This design comes from an exercise in tuning for small area, a short achievable clock period and few clock cycles on the open sky130 flow, not from production work. Function was not checked in any run shown here: the RTL went through the layout flow alone. No activity file was given, so power comes from the tool's default toggle rates.

==> flow/design.v, too long to show whole: its modules and the start of the top module <==
// module mvm_ctrl: 224 lines
// module mvm_cell: 29 lines
// module mvm_mac: 140 lines
// module mvm_mul_tree: 1629 lines
// module mvm_mul_fin: 416 lines
// module matrix_vector_multiply_top: 67 lines
module matrix_vector_multiply_top
(
    input  logic                 clk,
    input  logic                 rst_n,
    input  logic                 cfg_we,
    input  logic [CFG_IDX_W-1:0] cfg_index,
    input  logic [CFG_W-1:0]     cfg_data,
    input  logic                 in_valid,
    output logic                 in_ready,
    input  logic                 in_cmd,
    input  logic [VALUE_W-1:0]   in_value,
    output logic                 out_valid,
    input  logic                 out_ready,
    output logic [VALUE_W-1:0]   out_row_sum,
    output logic [ROW_W-1:0]     out_row_number,
    output logic                 out_last
);
  // ...
==> flow/run.sh <==
#!/bin/bash
# synth_recipe.tcl (not shown) runs the flow's synth.tcl, then flattens the netlist and writes it again
# the make line also repeats each setting of config.mk as NAME=value (left out here)
make -C /OpenROAD-flow-scripts/flow DESIGN_CONFIG=/design/flow/config.mk WORK_HOME=/design/flow/orfs CLKGATE_MAP_FILE= SYNTH_SCRIPT=/design/flow/synth_recipe.tcl finish
==> flow/config.mk <==
export PLATFORM = sky130hd
export DESIGN_NAME = matrix_vector_multiply_top
export DESIGN_NICKNAME = matrix_vector_multiply_top
export VERILOG_FILES = /design/flow/design.v
export SDC_FILE = /design/flow/constraint.sdc
export NUM_CORES = 4
export LEC_CHECK = 0
export CAP_MARGIN = 20
export CORE_MARGIN = 2
export CORE_UTILIZATION = 45
export PLACE_DENSITY = 0.6
export SETUP_SLACK_MARGIN = 5
export SLEW_MARGIN = 20
==> flow/constraint.sdc <==
create_clock -name core_clock -period 9.0 [get_ports {clk}]
set_input_delay 1.8000 -clock core_clock [delete_from_list [all_inputs] [get_ports {clk}]]
set_output_delay 1.8000 -clock core_clock [all_outputs]
set_load 0.01 [all_outputs]
==> flow_summary.toml, run 1 <==
[finish]
finalInstanceArea_mm2 = 0.113
buf_share_pct = 2.00
sh_seq_area_pct = 48.8
clk_share_pct = 8.56
syn_to_final_growth_pct = 13.8
largest_cell_class = "registers"
fin_util_pct = 51.5

[route]
wl_um = 349000
vias = 70400
vias_per_cell = 6.23
dr.first_iter.drc_count = 7915

[synth]
synth-adder-area-share_pct = 11.8
yosysMostFrequentCell = "dfxtp_1"
ys_types = 91
synth-xor-area-share_pct = 6.14
ys_warn_count = 3
synth_top_area_cell = "dfxtp_1"
synth_top_family_by_area = "compound AO/OA/AOI/OAI gates"
synth_top_cell_area_share_pct = 51.7

[timing]
rsz0062_at_grt = "yes"
report.final.slew_viol_count = 0
period_share_pct = 42.6
whs_ns = 0.291
fin_crit_ns = 3.84
fin_ws_ns = 5.16

[placement]
dp_hpwl_um = 212000

[worst_setup_path]
crit_cells = 14
crit_start = "u_mac.part_reg[13]"
setup.worst_path.end = "u_mac.prod_reg[40]"
worst_setup_path_start_kind = "flip-flop"
rrSetupSlack_ns = 5.16
r2r-start = "u_mac.part_reg[13]"
path_max_fanout = 5

[min_path]
hold_path.class = "flip-flop to flip-flop"

[power]
power_frac_comb_pct = 28.2
ir_drop_v = 0.000231
power_uw = 36200
power_leader = "registers"
clock_power_share_pct = 33.4

[die]
row_count = 172
fp.coreArea_mm2 = 0.219
die_area_mm2 = 0.224

[status]
outcome = "no timing/DRC/antenna violations"

[job]
maxCapViolations = 0

[grt]
globalRouteMet3Util_pct = 6.42
==> run 2: changes to the inputs <==
--- a/flow/config.mk
+++ b/flow/config.mk
@@ -8,6 +8,9 @@
 export CAP_MARGIN = 20
 export CORE_MARGIN = 2
 export CORE_UTILIZATION = 45
+export CTS_BUF_LIST = sky130_fd_sc_hd__clkbuf_16
+export CTS_CLUSTER_DIAMETER = 50
+export CTS_CLUSTER_SIZE = 28
 export PLACE_DENSITY = 0.6
 export SETUP_SLACK_MARGIN = 5
 export SLEW_MARGIN = 20
==> flow_summary.toml, run 2 <==
[worst_setup_path]
arrival_ns = 4.64
cp-end-kind = "flip-flop"
worst_setup_path_start_kind = "flip-flop"
reg2regPathDepth = 14
crit_required_ns = 9.80
crit_type = "flip-flop to flip-flop"
rrSetupSlack_ns = 5.15
path_max_fanout = 4

[placement]
gp_congestion = 0.910
io_buffers = 86
place_ws_ns = 4.40
dp_hpwl_um = 212000
placed_cell_area_mm2 = 0.103

[min_path]
hold_path.class = "flip-flop to flip-flop"
worstHoldPathCells = 0

[clock_tree]
cts_root_buf = "clkbuf_16"
worstSkewPairLatency_ns = 0.92
htree_levels = 4
cts_buffers = 185
cts_num_sinks = 2694
hold_buffers = 0
tritoncts = "yes"
clkTransAtPathRegs_ns = 0.10
cts_buffer_depth = 3

[synth]
synth_top_area_cell = "dfxtp_1"
synthFlopType = "dfxtp_1"
syn_area_mm2 = 0.0992
ys_seq_elements = 2694
synth_nets = 8989
ys_warn_count = 3
synth_area_leaders = "dfxtp_1 52%, fa_1 8.5%, a22oi_1 5.9%"
synth_top_cell_area_share_pct = 51.7
synth_common_cells = "2559 x dfxtp_1, 785 x a22oi_1, 479 x clkbuf_1"
yosysSeqAreaShare_pct = 55.5
synth-async-reset-ratio_pct = 2.00
synth_edf_count = 81
synth_cells = 8257
syn_area_per_cell_um2 = 12.0
ys_types = 91
yosysMostFrequentCell = "dfxtp_1"

[status]
outcome = "no timing/DRC/antenna violations"

[timing]
setup-violations-final = 0
hold_viol = 0
whs_ns = 0.302
max_slew_margin_pct = 10.6
rsz0062_at_grt = "no"
period_share_pct = 42.8
setup_tns_ns = 0
fin_crit_ns = 3.85
tightest_slew_ns = 1.33
max_freq_mhz = 260
report.final.slew_viol_count = 0
fin_skew_ns = 0.0651
fin_ws_ns = 5.15

[finish]
largest_register_ff_count = 2048
fillers = 18900
final_common_cell = "dfxtp_1"
syn_to_final_growth_pct = 11.1
finalInstanceArea_mm2 = 0.110
drive_gt1_share_pct = 9.24
layout_common_cells = "2469 x dfxtp_1, 785 x a22oi_1, 420 x fa_1"
layout.nets = 8869

[route]
vias_per_cell = 6.24
dr.first_iter.drc_count = 7818
ant_nets = 0
wl_um = 346000
avgRoutedWirePerCell_um = 30.9
firstDrtPassIters = 6
drc = 0
vias = 69700

[die]
die_x_um = 473
fp.coreArea_mm2 = 0.219
initial_utilization_pct = 45.2
die_h_um = 473
die_area_mm2 = 0.224
io_pins = 87
row_count = 172

[grt]
grt_pass1_vias = 70400
grt_max_degree = 92
gr-usage-all-layers_pct = 30.1
grt_pass1_wl_um = 493000
grt_overflow = 0
grt_antenna_before_repair = 17

[job]
maxCapViolations = 0

[power]
power.density_mw_per_mm2 = 304
power_uw = 33500
ir_drop_v = 0.000212
p_leak_uw = 0.0440
## run 2: cell type report
cell class                      instances  area (um2)  area share, %
Timing Repair Buffer                  268        2270           2.06
Tap cell                             2871        3590           3.26
Sequential cell                      2694       55100           50.0
Multi-Input combinational cell       4645       41000           37.2
Clock buffer                          187        4680           4.25
Clock inverter                        160        2270           2.06
Antenna cell                            5        12.5         0.0114
Inverter                              343        1290           1.17
## run 2: per-layer routing
metal  GRT usage (%)  share of wire (%)
met1            38.2                 39
met3            5.98                9.3
met4            15.9                5.6
met2            48.5                 46
met5               0              0.028
## run 2: repair_timing
action / CTS / global route
pin swaps: 11 / 19
resized for setup: 21 / 36
setup endpoints to repair: 29 / 34
setup buffers: 8 / 8
## run 2: worst paths after layout
path	startpoint	end
hold / removal	u_store.ring[1559]	u_store.ring[1527]
max in group asynchronous	rst_n	u_mac.fin_emit_reg
setup reg to reg	u_mac.part_reg[6]	u_mac.prod_reg[40]
setup / recovery	u_mac.part_reg[6]	u_mac.prod_reg[40]
min in group asynchronous	rst_n	u_ctrl.phase_reg[2]
hold reg to reg	u_store.ring[1559]	u_store.ring[1527]
## run 2: cell families (layout without fill, tap and decap cells)
logic type	Yosys count	in the layout	share of synthesized area [%]
other cells	0	5	0
mux	76	76	0.859
buf+inv	918	958	3.50
compound gates	2264	2264	17.4
flops	2694	2694	55.5
simple gates	924	924	4.76
xor+xnor	695	695	6.14
fa+ha+maj	686	686	11.8
## run 2: worst max-delay path: stages, from the launching register on
cell      delay [ns]
dfxtp_1         0.33
fa_1            0.57
fa_1            0.42
ha_1            0.37
o21ai_0         0.17
o211ai_2        0.26
a311oi_4        0.16
nor4_4          0.27
nor2_4          0.10
buf_4           0.17
o311a_1         0.37
o21ai_1         0.21
nand2_2         0.12
o21ai_2         0.13
xor2_1          0.14
## run 2: through the flow
step / util (%) / cells
finish: 50.3 / 11200
global route: 50.3 / 11200
CTS: 50.2 / 11200
detailed placement: 46.9 / 10800
global placement: 46.9 / 10800
floorplan: - / 8257
## run 2: power breakdown
group	total [uW]	internal [uW]	switching, uW
Combinational	10200	3850	6370
Clock	9430	4470	4960
Sequential	13900	13000	877
==> run 3: changes to the inputs <==
--- a/flow/config.mk
+++ b/flow/config.mk
@@ -8,9 +8,9 @@
 export CAP_MARGIN = 20
 export CORE_MARGIN = 2
 export CORE_UTILIZATION = 45
-export CTS_BUF_LIST = sky130_fd_sc_hd__clkbuf_16
-export CTS_CLUSTER_DIAMETER = 50
-export CTS_CLUSTER_SIZE = 28
+export CTS_BUF_LIST = sky130_fd_sc_hd__clkbuf_8
+export CTS_CLUSTER_DIAMETER = 40
+export CTS_CLUSTER_SIZE = 18
 export PLACE_DENSITY = 0.6
 export SETUP_SLACK_MARGIN = 5
 export SLEW_MARGIN = 20
==> flow_summary.toml, run 3 <==
[job]
maxCapViolations = 0

[synth]
synth_edf_count = 81
synth-async-reset-ratio_pct = 2.00
synth_common_cells = "2559 x dfxtp_1, 785 x a22oi_1, 479 x clkbuf_1"
synth_area_leaders = "dfxtp_1 52%, fa_1 8.5%, a22oi_1 5.9%"
yosysMostFrequentCell = "dfxtp_1"
synth_cells = 8257
syn_area_mm2 = 0.0992
synthFlopType = "dfxtp_1"
yosysSeqAreaShare_pct = 55.5
synth_top_area_cell = "dfxtp_1"
syn_area_per_cell_um2 = 12.0
ys_warn_count = 3
ys_seq_elements = 2694
ys_types = 91
synth_nets = 8989
synth_top_cell_area_share_pct = 51.7

[timing]
rsz0062_at_grt = "yes"
fin_skew_ns = 0.149
max_slew_margin_pct = 13.3
max_freq_mhz = 258
tightest_slew_ns = 1.29
setup-violations-final = 0
period_share_pct = 43.0
fin_crit_ns = 3.87
report.final.slew_viol_count = 0
hold_viol = 0
setup_tns_ns = 0

[route]
vias = 70400
dr.first_iter.drc_count = 7760
drc = 0
avgRoutedWirePerCell_um = 30.5
wl_um = 348000
ant_nets = 0
vias_per_cell = 6.17
firstDrtPassIters = 9

[clock_tree]
cts_root_buf = "clkbuf_8"
cts_buffers = 331
tritoncts = "yes"
cts_num_sinks = 2694
cts_buffer_depth = 4
clkTransAtPathRegs_ns = 0.11
htree_levels = 5
worstSkewPairLatency_ns = 1.17
hold_buffers = 0

[worst_setup_path]
path_max_fanout = 32
worst_setup_path_start_kind = "flip-flop"
arrival_ns = 4.77
crit_required_ns = 9.90
r2r-start = "u_mac.op_two_reg[4]"
cp-end-kind = "flip-flop"
crit_type = "flip-flop to flip-flop"
crit_start = "u_mac.op_two_reg[4]"

[placement]
gp_congestion = 0.910
dp_hpwl_um = 212000
io_buffers = 86
placed_cell_area_mm2 = 0.103

[die]
io_pins = 87
initial_utilization_pct = 45.2
row_count = 172
die_x_um = 473
die_area_mm2 = 0.224
die_h_um = 473
fp.coreArea_mm2 = 0.219

[grt]
gr-usage-all-layers_pct = 30.3
grt_pass1_wl_um = 497000
grt_pass1_vias = 71800
grt_max_degree = 92
grt_antenna_before_repair = 17
grt_overflow = 0

[power]
p_sw_share_pct = 36.8
power.density_mw_per_mm2 = 305
clock_power_share_pct = 28.4
power_frac_comb_pct = 30.4
p_leak_uw = 0.0443
p_sw_uw = 12400
p_int_uw = 21300
power_uw = 33700
ir_drop_v = 0.000200
seqPwrFrac_pct = 41.2

[status]
outcome = "no timing/DRC/antenna violations"

[finish]
largest_register_ff_count = 2048
layout_common_cells = "2470 x dfxtp_1, 785 x a22oi_1, 420 x fa_1"
finalInstanceArea_mm2 = 0.111
final_common_cell = "dfxtp_1"
layout.nets = 9013
fillers = 19100
syn_to_final_growth_pct = 11.5
drive_gt1_share_pct = 11.7
fin_util_pct = 50.4

[min_path]
worstHoldStart = "u_store.ring[1166]"
hold_path.class = "flip-flop to flip-flop"
-- run 3: worst paths after layout --
kind,end,depth (start not counted),slack (ns)
worst max-delay path,u_mac.part_reg[227],8,5.13
worst min-delay path,u_store.ring[1134],0,0.27
worst max register to register,u_mac.part_reg[227],8,5.13
worst min register to register,u_store.ring[1134],0,0.27
max in group asynchronous,u_mac.fin_emit_reg,2,7.58
min in group asynchronous,u_ctrl.phase_reg[2],2,0.87
-- run 3: power by group through the flow --
stage	Combinational (uW)	Clock [uW]	Sequential (uW)
2_1_floorplan	7050	0	13600
3_3_place_gp	9690	0	14100
3_5_place_dp	9840	0	14100
4_1_cts	10000	9630	13900
5_1_grt	11200	10100	13900
6_report	10300	9550	13900
-- run 3: cell type report --
cell class	instances	area, um2	share of cell area, %
sequential	2694	55100	49.9
multi-input combinational	4645	41000	37.1
clock buffer	353	4860	4.39
tap	2871	3590	3.25
clock inverter	233	2440	2.21
timing repair buffer	266	2260	2.04
inverter	343	1290	1.17
antenna	6	15.0	0.0136
-- run 3: what timing repair did --
item,4_1_cts,5_1_grt
endpoints found under the setup margin,30,30
cloned,0,0
pin swaps,11,18
gates resized for setup,20,33
setup buffers,7,7
-- run 3: kinds of logic (layout without fill, tap and decap cells) --
kind of cell               count (synthesis)  after routing  share of synthesized area [%]
AOI/OAI and AO/OA                       2264           2264                           17.4
adders and majority gates                686            686                           11.8
other                                      0              6                              0
DFF                                     2694           2694                           55.5
xor gates and xnor gates                 695            695                           6.14
and+or+nand+nor                          924            924                           4.76
muxes                                     76             76                          0.859
buffers and inverters                    918           1195                           3.50
-- run 3: metrics by stage --
step | instances | setup slack [ns] | hold slack (ns)
5_1_grt | 11400 | 4.95 | 0.278
3_5_place_dp | 10800 | 4.40 | 0.336
6_report | 11400 | 5.13 | 0.266
3_3_place_gp | 10800 | 4.25 | 0.333
2_1_floorplan | 8257 | 5.31 | 0.310
4_1_cts | 11400 | 4.99 | 0.265
-- run 3: metal layers --
metal	wire, um	vias to the layer above	track usage, %	part of all wire [%]
met5	174	-	0	0.050
met4	19900	24	15.8	5.7
met3	33600	1170	6.35	9.7
met2	158000	4296	48.6	45
met1	136000	35000	38.4	39
li1	-	29900	-	-
-- run 3: critical path, stage by stage (launching register included) --
cell and delay, ns:
dfxtp_2 1.02, a22oi_1 0.25, xnor2_1 0.21, fa_1 0.53, inv_1 0.06, fa_1 0.53
inv_1 0.07, fa_1 0.52, fa_1 0.44

==> re-timing with driven ports <==
How much do the figures lean on ideal ports? The routed layouts below were timed once more, with nothing changed but the port constraints.
Step 1 sets driving cells, clkbuf_16 on the clock port and buf_2 on the other inputs (assumed; they add their load-dependent delay and slew).
Step 2 moves the port delays by t, midway between the first and last clock arrival at a register: inputs arrive t later, outputs are due t later. That takes back most of the time a late clock gives input paths.
Slacks: no drivers / after step 1 / after step 2; pairs: no drivers / after step 1.
run | t (ns) | setup WS [ns] | worst setup path at the end | pins driven straight from the clock port
run 1 | 1.026 | 5.162 / 5.162 / 4.427 | input to register | 1
run 2 | 0.987 | 5.152 / 5.152 / 4.414 | input to register | 1
run 3 | 1.185 | 5.131 / 5.070 / 4.383 | input to register | 1
After both steps setup and hold are still met in every run listed. For run 3, which loses most, drivers alone change the setup slack by -0.061 ns; drivers and shift together by -0.748 ns.
